Context: an optimization exercise on an open-source flow, tuned for small area, a short achievable clock period and few clock cycles per item. The choices shown serve that exercise and are no tape-out recipe.
The RTL was checked by simulation tests, not by an equivalence proof against the original design.
Power figures rest on the tool's default switching activity, not on a simulated workload.

==> branch maple <==
==> flow/design.v <==
package hcms_pkg;
  localparam int unsigned ADDR_W      = 5;    
  localparam int unsigned DATA_W      = 32;
  localparam int unsigned TABLE_SLOTS = 7;
  localparam int unsigned QUOT_W      = 6;    
  localparam logic [7:0] TOP_LEVEL  = 8'd255;
  localparam logic [7:0] PINK_RED   = 8'd255;
  localparam logic [7:0] PINK_GREEN = 8'd109;
  localparam logic [7:0] PINK_BLUE  = 8'd194;
  localparam logic [2:0] REG_ENTRY_COUNT = 3'd0;
endpackage
module hcms_regs #(
  parameter int unsigned MAX_ENTRIES = 7
) (
  input  logic                                        clk_i,
  input  logic                                        rst_ni,
  input  logic                                        psel,
  input  logic                                        penable,
  input  logic                                        pwrite,
  input  logic [hcms_pkg::ADDR_W-1:0]                 paddr,
  input  logic [hcms_pkg::DATA_W-1:0]                 pwdata,
  output logic [hcms_pkg::DATA_W-1:0]                 prdata,
  output logic [2:0]                                  entry_count_o,
  output logic [MAX_ENTRIES-1:0][hcms_pkg::DATA_W-1:0] entries_o
);
  logic [2:0]                                   count_q;
  logic [MAX_ENTRIES-1:0][hcms_pkg::DATA_W-1:0] entry_q;
  logic [2:0]                                   reg_idx;
  logic [MAX_ENTRIES:0]                         wr_q;
  logic [hcms_pkg::DATA_W-1:0]                  rd_d;
  logic [hcms_pkg::DATA_W-1:0]                  rd_q;
  assign reg_idx = paddr[hcms_pkg::ADDR_W-1:2];
  always_ff @(posedge clk_i or negedge rst_ni) begin
    if (!rst_ni) begin
      wr_q <= '0;
    end else begin
      for (int i = 0; i <= MAX_ENTRIES; i++) begin
        wr_q[i] <= psel & ~penable & pwrite & (reg_idx == 3'(i));
      end
    end
  end
  always_ff @(posedge clk_i or negedge rst_ni) begin
    if (!rst_ni) begin
      count_q <= '0;
      entry_q <= '0;
    end else begin
      if (wr_q[0]) begin
        count_q <= pwdata[2:0];
      end
      for (int i = 0; i < MAX_ENTRIES; i++) begin
        if (wr_q[i+1]) begin
          entry_q[i] <= pwdata;
        end
      end
    end
  end
  always_comb begin
    rd_d = {{(hcms_pkg::DATA_W-3){1'b0}}, count_q};
    for (int i = 0; i < MAX_ENTRIES; i++) begin
      if (reg_idx == 3'(i + 1)) begin
        rd_d = entry_q[i];
      end
    end
  end
  always_ff @(posedge clk_i) begin
    rd_q <= rd_d;
  end
  assign prdata = rd_q;
  assign entry_count_o = count_q;
  assign entries_o     = entry_q;
endmodule
module hcms_scan #(
  parameter int unsigned MAX_ENTRIES = 7
) (
  input  logic [2:0]                                   entry_count_i,
  input  logic [MAX_ENTRIES-1:0][hcms_pkg::DATA_W-1:0] entries_i,
  input  logic [7:0]                                   lvl_i,
  output logic [MAX_ENTRIES-1:0]                       sel_o
);
  logic [MAX_ENTRIES-1:0] ok;
  logic [MAX_ENTRIES:0]   pass;
  always_comb begin
    for (int i = 0; i < MAX_ENTRIES; i++) begin
      ok[i] = (3'(i) < entry_count_i) & (lvl_i >= entries_i[i][31:24]);
    end
    pass[0] = 1'b1;
    for (int i = 0; i < MAX_ENTRIES; i++) begin
      pass[i+1] = pass[i] & ok[i];
    end
    for (int i = 0; i < MAX_ENTRIES - 1; i++) begin
      sel_o[i] = pass[i+1] & ~ok[i+1];
    end
    sel_o[MAX_ENTRIES-1] = pass[MAX_ENTRIES];
  end
endmodule
module hcms_span #(
  parameter int unsigned MAX_ENTRIES = 7
) (
  input  logic [2:0]                                   entry_count_i,
  input  logic [MAX_ENTRIES-1:0][hcms_pkg::DATA_W-1:0] entries_i,
  input  logic [7:0]                                   lvl_i,
  input  logic [MAX_ENTRIES-1:0]                       sel_i,
  output logic [2:0]                                   k_o,
  output logic [7:0]                                   a_o,
  output logic [7:0]                                   d_o
);
  logic [MAX_ENTRIES-1:0][7:0] nxt;
  logic [7:0]                  h_k;
  logic [7:0]                  next;
  logic [7:0]                  span;
  always_comb begin
    for (int i = 0; i < MAX_ENTRIES - 1; i++) begin
      nxt[i] = (3'(i + 1) < entry_count_i) ? entries_i[i+1][31:24] : hcms_pkg::TOP_LEVEL;
    end
    nxt[MAX_ENTRIES-1] = hcms_pkg::TOP_LEVEL;
  end
  always_comb begin
    h_k  = '0;
    next = '0;
    k_o  = {3{~|sel_i}};
    for (int i = 0; i < MAX_ENTRIES; i++) begin
      h_k  = h_k  | ({8{sel_i[i]}} & entries_i[i][31:24]);
      next = next | ({8{sel_i[i]}} & nxt[i]);
      k_o  = k_o  | ({3{sel_i[i]}} & 3'(i));
    end
  end
  assign a_o  = next - lvl_i;
  assign span = next - h_k;
  assign d_o  = {span[7:1], span[0] | (&h_k)};
endmodule
module hcms_num (
  input  logic [7:0] a_i,
  output logic [7:0] r_o,
  output logic [5:1] n_o
);
  logic [12:0] m;
  assign m   = (13'(a_i) << 4) + (13'(a_i) << 3) + 13'(a_i);
  assign r_o = m[12:5];
  assign n_o = m[4:0];
endmodule
module hcms_div (
  input  logic [7:0] r_i,
  input  logic       n_i,
  input  logic [7:0] d_i,
  output logic [7:0] r_o,
  output logic       q_o
);
  logic [8:0] t;
  logic [8:0] diff;
  assign t    = {r_i, n_i};
  assign diff = t - {1'b0, d_i};
  assign q_o  = ~diff[8];
  assign r_o  = diff[8] ? t[7:0] : diff[7:0];
endmodule
module height_color_map_shade #(
  parameter int unsigned MAX_ENTRIES = 7
) (
  input  logic              clk_i,
  input  logic              rst_ni,
  input  logic              start,
  output logic              busy,
  input  logic [7:0]        height_level_i,
  output logic              result_valid_o,
  output logic [7:0]        red_o,
  output logic [7:0]        green_o,
  output logic [7:0]        blue_o,
  output logic              table_hit_o,
  input  logic              psel,
  input  logic              penable,
  input  logic              pwrite,
  input  logic [hcms_pkg::ADDR_W-1:0] paddr,
  input  logic [hcms_pkg::DATA_W-1:0] pwdata,
  output logic [hcms_pkg::DATA_W-1:0] prdata,
  output logic              pready
);
  localparam int unsigned QW = hcms_pkg::QUOT_W;
  localparam int unsigned SL = QW + 2;
  logic [2:0]                                   entry_count;
  logic [MAX_ENTRIES-1:0][hcms_pkg::DATA_W-1:0] entries;
  logic [SL:0]                                  vld_q;
  logic [MAX_ENTRIES-1:0]                       sel_d;
  logic [MAX_ENTRIES-1:0]                       sel0_q;
  logic [7:0]                                   lvl0_q;
  logic [2:0]                                   k_d;
  logic [7:0]                                   a_d;
  logic [7:0]                                   d_d;
  logic [7:0]                                   a1_q;
  logic [SL-1:1][2:0]                           k_q;
  logic [SL-1:1][7:0]                           d_q;
  logic [SL-1:2][7:0]                           r_q;
  logic [SL-1:2][QW-1:1]                        n_q;
  logic [SL-1:3][QW-1:0]                        q_q;
  logic [7:0]                                   r_d;
  logic [QW-1:1]                                n_d;
  logic [QW-1:0][7:0]                           step_r;
  logic [QW-1:0]                                step_q;
  logic [MAX_ENTRIES-1:0]                       pick;
  logic [23:0]                                  color_d;
  logic [23:0]                                  color_q;
  logic [QW-1:0]                                dark_q;
  logic                                         miss_q;
  logic [7:0]                                   red_d, green_d, blue_d;
  logic                                         out_vld_q;
  logic [7:0]                                   out_red_q, out_green_q, out_blue_q;
  logic                                         out_hit_q;
  assign busy   = 1'b0;
  assign pready = 1'b1;
  hcms_regs #(
    .MAX_ENTRIES (MAX_ENTRIES)
  ) u_regs (
    .clk_i         (clk_i),
    .rst_ni        (rst_ni),
    .psel          (psel),
    .penable       (penable),
    .pwrite        (pwrite),
    .paddr         (paddr),
    .pwdata        (pwdata),
    .prdata        (prdata),
    .entry_count_o (entry_count),
    .entries_o     (entries)
  );
  always_ff @(posedge clk_i or negedge rst_ni) begin
    if (!rst_ni) begin
      vld_q     <= '0;
      out_vld_q <= 1'b0;
    end else begin
      vld_q     <= {vld_q[SL-1:0], start};
      out_vld_q <= vld_q[SL];
    end
  end
  hcms_scan #(
    .MAX_ENTRIES (MAX_ENTRIES)
  ) u_scan (
    .entry_count_i (entry_count),
    .entries_i     (entries),
    .lvl_i         (height_level_i),
    .sel_o         (sel_d)
  );
  hcms_span #(
    .MAX_ENTRIES (MAX_ENTRIES)
  ) u_span (
    .entry_count_i (entry_count),
    .entries_i     (entries),
    .lvl_i         (lvl0_q),
    .sel_i         (sel0_q),
    .k_o           (k_d),
    .a_o           (a_d),
    .d_o           (d_d)
  );
  hcms_num u_num (
    .a_i (a1_q),
    .r_o (r_d),
    .n_o (n_d)
  );
  for (genvar s = 0; s < QW; s++) begin : g_step
    hcms_div u_div (
      .r_i (r_q[s+2]),
      .n_i (s == QW - 1 ? 1'b0 : n_q[s+2][QW-1-s]),
      .d_i (d_q[s+2]),
      .r_o (step_r[s]),
      .q_o (step_q[s])
    );
  end
  always_comb begin
    color_d = '0;
    for (int i = 0; i < MAX_ENTRIES; i++) begin
      pick[i] = (k_q[SL-1] == 3'(i));
      color_d = color_d | ({24{pick[i]}} & entries[i][23:0]);
    end
  end
  always_ff @(posedge clk_i) begin
    lvl0_q <= height_level_i;
    sel0_q <= sel_d;
    k_q[1] <= k_d;
    a1_q   <= a_d;
    d_q[1] <= d_d;
    k_q[2] <= k_q[1];
    d_q[2] <= d_q[1];
    r_q[2] <= r_d;
    n_q[2] <= n_d;
    for (int s = 0; s < QW - 1; s++) begin
      k_q[s+3] <= k_q[s+2];
      d_q[s+3] <= d_q[s+2];
      r_q[s+3] <= step_r[s];
      n_q[s+3] <= n_q[s+2];
      q_q[s+3] <= (s == 0) ? QW'(step_q[s]) << (QW - 1) : q_q[s+2] | (QW'(step_q[s]) << (QW - 1 - s));
    end
    dark_q  <= q_q[SL-1] | QW'(step_q[QW-1]);
    color_q <= color_d;
    miss_q  <= (k_q[SL-1] == 3'd7);
  end
  always_comb begin
    logic [8:0] r9, g9, b9;
    r9 = {1'b0, color_q[23:16]} - 9'(dark_q);
    g9 = {1'b0, color_q[15:8]}  - 9'(dark_q);
    b9 = {1'b0, color_q[7:0]}   - 9'(dark_q);
    if (miss_q) begin
      red_d   = hcms_pkg::PINK_RED;
      green_d = hcms_pkg::PINK_GREEN;
      blue_d  = hcms_pkg::PINK_BLUE;
    end else begin
      red_d   = r9[8] ? 8'd0 : r9[7:0];
      green_d = g9[8] ? 8'd0 : g9[7:0];
      blue_d  = b9[8] ? 8'd0 : b9[7:0];
    end
  end
  always_ff @(posedge clk_i) begin
    out_red_q   <= red_d;
    out_green_q <= green_d;
    out_blue_q  <= blue_d;
    out_hit_q   <= ~miss_q;
  end
  assign result_valid_o = out_vld_q;
  assign red_o          = out_red_q;
  assign green_o        = out_green_q;
  assign blue_o         = out_blue_q;
  assign table_hit_o    = out_hit_q;
endmodule
==> flow/run.sh <==
#!/bin/bash
# synth_recipe.tcl (not shown) runs the flow's synth.tcl, then flattens the netlist and writes it again
# the make line also repeats each setting of config.mk as NAME=value (left out here)
make -C /OpenROAD-flow-scripts/flow DESIGN_CONFIG=/design/flow/config.mk WORK_HOME=/design/flow/orfs CLKGATE_MAP_FILE= SYNTH_SCRIPT=/design/flow/synth_recipe.tcl finish
==> flow/config.mk <==
export PLATFORM = sky130hd
export DESIGN_NAME = height_color_map_shade
export DESIGN_NICKNAME = height_color_map_shade
export VERILOG_FILES = /design/flow/design.v
export SDC_FILE = /design/flow/constraint.sdc
export NUM_CORES = 4
export LEC_CHECK = 0
export CAP_MARGIN = 20
export CORE_MARGIN = 2
export CORE_UTILIZATION = 60
export SETUP_SLACK_MARGIN = 2.85
export SLEW_MARGIN = 20
==> flow/constraint.sdc <==
create_clock -name core_clock -period 5.0 [get_ports {clk_i}]
set_input_delay 1.0000 -clock core_clock [delete_from_list [all_inputs] [get_ports {clk_i}]]
set_output_delay 1.0000 -clock core_clock [all_outputs]
set_load 0.01 [all_outputs]
==> branch harbor: changes against branch maple <==
--- a/flow/design.v
+++ b/flow/design.v
@@ -27,27 +27,19 @@
   logic [MAX_ENTRIES-1:0][hcms_pkg::DATA_W-1:0] entry_q;
   logic [2:0]                                   reg_idx;
-  logic [MAX_ENTRIES:0]                         wr_q;
+  logic                                         wr_en;
   logic [hcms_pkg::DATA_W-1:0]                  rd_d;
   logic [hcms_pkg::DATA_W-1:0]                  rd_q;
   assign reg_idx = paddr[hcms_pkg::ADDR_W-1:2];
-  always_ff @(posedge clk_i or negedge rst_ni) begin
-    if (!rst_ni) begin
-      wr_q <= '0;
-    end else begin
-      for (int i = 0; i <= MAX_ENTRIES; i++) begin
-        wr_q[i] <= psel & ~penable & pwrite & (reg_idx == 3'(i));
-      end
-    end
-  end
+  assign wr_en = psel & penable & pwrite;
   always_ff @(posedge clk_i or negedge rst_ni) begin
     if (!rst_ni) begin
       count_q <= '0;
       entry_q <= '0;
-    end else begin
-      if (wr_q[0]) begin
+    end else if (wr_en) begin
+      if (reg_idx == hcms_pkg::REG_ENTRY_COUNT) begin
         count_q <= pwdata[2:0];
       end
       for (int i = 0; i < MAX_ENTRIES; i++) begin
-        if (wr_q[i+1]) begin
+        if (reg_idx == 3'(i + 1)) begin
           entry_q[i] <= pwdata;
         end
@@ -76,20 +68,26 @@
   input  logic [MAX_ENTRIES-1:0][hcms_pkg::DATA_W-1:0] entries_i,
   input  logic [7:0]                                   lvl_i,
-  output logic [MAX_ENTRIES-1:0]                       sel_o
+  output logic [MAX_ENTRIES-1:0]                       sel_o,
+  output logic [MAX_ENTRIES-1:1]                       nsel_o
 );
-  logic [MAX_ENTRIES-1:0] ok;
+  logic [MAX_ENTRIES-1:0] used;
+  logic [MAX_ENTRIES-1:0] reach;
   logic [MAX_ENTRIES:0]   pass;
   always_comb begin
     for (int i = 0; i < MAX_ENTRIES; i++) begin
-      ok[i] = (3'(i) < entry_count_i) & (lvl_i >= entries_i[i][31:24]);
+      used[i]  = 3'(i) < entry_count_i;
+      reach[i] = lvl_i >= entries_i[i][31:24];
     end
     pass[0] = 1'b1;
     for (int i = 0; i < MAX_ENTRIES; i++) begin
-      pass[i+1] = pass[i] & ok[i];
+      pass[i+1] = pass[i] & used[i] & reach[i];
     end
     for (int i = 0; i < MAX_ENTRIES - 1; i++) begin
-      sel_o[i] = pass[i+1] & ~ok[i+1];
+      sel_o[i] = pass[i+1] & ~(used[i+1] & reach[i+1]);
     end
     sel_o[MAX_ENTRIES-1] = pass[MAX_ENTRIES];
+    for (int i = 1; i < MAX_ENTRIES; i++) begin
+      nsel_o[i] = pass[i] & used[i] & ~reach[i];
+    end
   end
 endmodule
@@ -97,30 +95,25 @@
   parameter int unsigned MAX_ENTRIES = 7
 ) (
-  input  logic [2:0]                                   entry_count_i,
   input  logic [MAX_ENTRIES-1:0][hcms_pkg::DATA_W-1:0] entries_i,
   input  logic [7:0]                                   lvl_i,
   input  logic [MAX_ENTRIES-1:0]                       sel_i,
+  input  logic [MAX_ENTRIES-1:1]                       nsel_i,
   output logic [2:0]                                   k_o,
   output logic [7:0]                                   a_o,
   output logic [7:0]                                   d_o
 );
-  logic [MAX_ENTRIES-1:0][7:0] nxt;
-  logic [7:0]                  h_k;
-  logic [7:0]                  next;
-  logic [7:0]                  span;
-  always_comb begin
-    for (int i = 0; i < MAX_ENTRIES - 1; i++) begin
-      nxt[i] = (3'(i + 1) < entry_count_i) ? entries_i[i+1][31:24] : hcms_pkg::TOP_LEVEL;
-    end
-    nxt[MAX_ENTRIES-1] = hcms_pkg::TOP_LEVEL;
-  end
+  logic [7:0] h_k;
+  logic [7:0] next;
+  logic [7:0] span;
   always_comb begin
     h_k  = '0;
-    next = '0;
+    next = {8{~|nsel_i}};
     k_o  = {3{~|sel_i}};
     for (int i = 0; i < MAX_ENTRIES; i++) begin
-      h_k  = h_k  | ({8{sel_i[i]}} & entries_i[i][31:24]);
-      next = next | ({8{sel_i[i]}} & nxt[i]);
-      k_o  = k_o  | ({3{sel_i[i]}} & 3'(i));
+      h_k = h_k | ({8{sel_i[i]}} & entries_i[i][31:24]);
+      k_o = k_o | ({3{sel_i[i]}} & 3'(i));
+    end
+    for (int i = 1; i < MAX_ENTRIES; i++) begin
+      next = next | ({8{nsel_i[i]}} & entries_i[i][31:24]);
     end
   end
@@ -131,25 +124,25 @@
 module hcms_num (
   input  logic [7:0] a_i,
-  output logic [7:0] r_o,
+  output logic [8:0] r_o,
   output logic [5:1] n_o
 );
   logic [12:0] m;
   assign m   = (13'(a_i) << 4) + (13'(a_i) << 3) + 13'(a_i);
-  assign r_o = m[12:5];
+  assign r_o = {1'b0, m[12:5]};
   assign n_o = m[4:0];
 endmodule
 module hcms_div (
-  input  logic [7:0] r_i,
+  input  logic [8:0] r_i,
   input  logic       n_i,
   input  logic [7:0] d_i,
-  output logic [7:0] r_o,
+  output logic [8:0] r_o,
   output logic       q_o
 );
   logic [8:0] t;
-  logic [8:0] diff;
-  assign t    = {r_i, n_i};
-  assign diff = t - {1'b0, d_i};
-  assign q_o  = ~diff[8];
-  assign r_o  = diff[8] ? t[7:0] : diff[7:0];
+  logic [8:0] dd;
+  assign t   = {r_i[7:0], n_i};
+  assign dd  = {1'b0, d_i} ^ {9{~r_i[8]}};
+  assign r_o = t + dd + {8'd0, ~r_i[8]};
+  assign q_o = ~r_o[8];
 endmodule
 module height_color_map_shade #(
@@ -180,5 +173,7 @@
   logic [SL:0]                                  vld_q;
   logic [MAX_ENTRIES-1:0]                       sel_d;
+  logic [MAX_ENTRIES-1:1]                       nsel_d;
   logic [MAX_ENTRIES-1:0]                       sel0_q;
+  logic [MAX_ENTRIES-1:1]                       nsel0_q;
   logic [7:0]                                   lvl0_q;
   logic [2:0]                                   k_d;
@@ -186,17 +181,19 @@
   logic [7:0]                                   d_d;
   logic [7:0]                                   a1_q;
-  logic [SL-1:1][2:0]                           k_q;
+  logic [SL-2:1][2:0]                           k_q;
   logic [SL-1:1][7:0]                           d_q;
-  logic [SL-1:2][7:0]                           r_q;
+  logic [SL-1:2][8:0]                           r_q;
   logic [SL-1:2][QW-1:1]                        n_q;
   logic [SL-1:3][QW-1:0]                        q_q;
-  logic [7:0]                                   r_d;
+  logic [8:0]                                   r_d;
   logic [QW-1:1]                                n_d;
-  logic [QW-1:0][7:0]                           step_r;
+  logic [QW-1:0][8:0]                           step_r;
   logic [QW-1:0]                                step_q;
-  logic [MAX_ENTRIES-1:0]                       pick;
   logic [23:0]                                  color_d;
   logic [23:0]                                  color_q;
-  logic [QW-1:0]                                dark_q;
+  logic [23:0]                                  part_d;
+  logic [23:0]                                  part_q;
+  logic                                         q0_q;
+  logic                                         miss1_q;
   logic                                         miss_q;
   logic [7:0]                                   red_d, green_d, blue_d;
@@ -235,13 +232,14 @@
     .entries_i     (entries),
     .lvl_i         (height_level_i),
-    .sel_o         (sel_d)
+    .sel_o         (sel_d),
+    .nsel_o        (nsel_d)
   );
   hcms_span #(
     .MAX_ENTRIES (MAX_ENTRIES)
   ) u_span (
-    .entry_count_i (entry_count),
     .entries_i     (entries),
     .lvl_i         (lvl0_q),
     .sel_i         (sel0_q),
+    .nsel_i        (nsel0_q),
     .k_o           (k_d),
     .a_o           (a_d),
@@ -265,11 +263,16 @@
     color_d = '0;
     for (int i = 0; i < MAX_ENTRIES; i++) begin
-      pick[i] = (k_q[SL-1] == 3'(i));
-      color_d = color_d | ({24{pick[i]}} & entries[i][23:0]);
+      color_d = color_d | ({24{k_q[SL-2] == 3'(i)}} & entries[i][23:0]);
+    end
+    for (int c = 0; c < 3; c++) begin
+      logic [8:0] diff;
+      diff = {1'b0, color_q[c*8 +: 8]} - 9'(q_q[SL-1]);
+      part_d[c*8 +: 8] = diff[8] ? 8'd0 : diff[7:0];
     end
   end
   always_ff @(posedge clk_i) begin
     lvl0_q <= height_level_i;
-    sel0_q <= sel_d;
+    sel0_q  <= sel_d;
+    nsel0_q <= nsel_d;
     k_q[1] <= k_d;
     a1_q   <= a_d;
@@ -280,5 +283,7 @@
     n_q[2] <= n_d;
     for (int s = 0; s < QW - 1; s++) begin
-      k_q[s+3] <= k_q[s+2];
+      if (s < QW - 2) begin
+        k_q[s+3] <= k_q[s+2];
+      end
       d_q[s+3] <= d_q[s+2];
       r_q[s+3] <= step_r[s];
@@ -286,13 +291,15 @@
       q_q[s+3] <= (s == 0) ? QW'(step_q[s]) << (QW - 1) : q_q[s+2] | (QW'(step_q[s]) << (QW - 1 - s));
     end
-    dark_q  <= q_q[SL-1] | QW'(step_q[QW-1]);
+    part_q  <= part_d;
+    q0_q    <= step_q[QW-1];
     color_q <= color_d;
-    miss_q  <= (k_q[SL-1] == 3'd7);
+    miss_q  <= miss1_q;
+    miss1_q <= (k_q[SL-2] == 3'd7);
   end
   always_comb begin
-    logic [8:0] r9, g9, b9;
-    r9 = {1'b0, color_q[23:16]} - 9'(dark_q);
-    g9 = {1'b0, color_q[15:8]}  - 9'(dark_q);
-    b9 = {1'b0, color_q[7:0]}   - 9'(dark_q);
+    logic [23:0] shade;
+    for (int c = 0; c < 3; c++) begin
+      shade[c*8 +: 8] = part_q[c*8 +: 8] - {7'd0, q0_q & (part_q[c*8 +: 8] != 8'd0)};
+    end
     if (miss_q) begin
       red_d   = hcms_pkg::PINK_RED;
@@ -300,7 +307,7 @@
       blue_d  = hcms_pkg::PINK_BLUE;
     end else begin
-      red_d   = r9[8] ? 8'd0 : r9[7:0];
-      green_d = g9[8] ? 8'd0 : g9[7:0];
-      blue_d  = b9[8] ? 8'd0 : b9[7:0];
+      red_d   = shade[23:16];
+      green_d = shade[15:8];
+      blue_d  = shade[7:0];
     end
   end
--- a/flow/config.mk
+++ b/flow/config.mk
@@ -9,4 +9,4 @@
 export CORE_MARGIN = 2
 export CORE_UTILIZATION = 60
-export SETUP_SLACK_MARGIN = 2.85
+export SETUP_SLACK_MARGIN = 2.6
 export SLEW_MARGIN = 20
==> branch pepper: changes against branch maple <==
--- a/flow/config.mk
+++ b/flow/config.mk
@@ -9,4 +9,4 @@
 export CORE_MARGIN = 2
 export CORE_UTILIZATION = 60
-export SETUP_SLACK_MARGIN = 2.85
+export SETUP_SLACK_MARGIN = 2.6
 export SLEW_MARGIN = 20
==> results.txt <==
quantity	branch pepper	branch harbor	branch maple
Result of the run	finished clean	finished clean	finished clean
Die boundary width	203 um	204 um	203 um
Maximum clock skew at final layout	0.0178 ns	0.0152 ns	0.0220 ns
Clock slew seen by the registers of the worst setup and hold paths	0.06 ns	0.07 ns	0.06 ns
Multi-input comb cells	1,394	1,415	1,394
CP required	5.52 ns	5.52 ns	5.51 ns
Worst vdd rail ir drop	0.000400 V	0.000305 V	0.000407 V
Synthesized-area fraction occupied by and/or/nand/nor cells	0.0847	0.0868	0.0847
Post-layout power	19.0 mW	18.3 mW	20.4 mW
Startpoint of the worst hold path	n_q[1]	k_q[13]	d_q[3]
Placed cell area	25,300 um^2	25,700 um^2	25,500 um^2
Post-CTS resize count	170	164	403
Final design utilization	0.720	0.718	0.740
Testbench counts of branch maple, summed over its fixed seeds: cycles 17,024, items 16,384.
Testbench counts of branch harbor, summed over its fixed seeds: cycles 17,024, items 16,384.
Testbench counts of branch pepper, summed over its fixed seeds: cycles 17,024, items 16,384.

## re-timing with driven ports
How much do the figures lean on ideal ports? The routed layouts below were timed once more, with nothing changed but the port constraints. Step 1 assumes that a clkbuf_16 drives the clock port and a buf_2 every other input. Step 2, shift: input delay + t, output delay - t, t = (earliest + latest rising clock arrival at the registers) / 2. This alone moves slack from input paths to output paths. Three values: ideal ports, drivers, drivers and shift; two values: the first two.
| run | t (ns) | setup slack, ns | hold WS [ns] | clock arrival spread, ns |
|---|---|---|---|---|
| branch maple | 0.647 | 2.405 / 2.405 / 2.004 | 0.319 / 0.319 / 0.319 | 0.023 / 0.023 |
| branch harbor | 0.651 | 2.528 / 2.528 / 1.939 | 0.322 / 0.322 / 0.322 | 0.018 / 0.017 |
| branch pepper | 0.655 | 2.386 / 2.386 / 1.993 | 0.324 / 0.324 / 0.324 | 0.020 / 0.019 |
After both steps setup and hold are still met in every run listed. For branch harbor, which loses most, drivers alone change the setup slack by 0.000 ns; drivers and shift together by -0.589 ns.
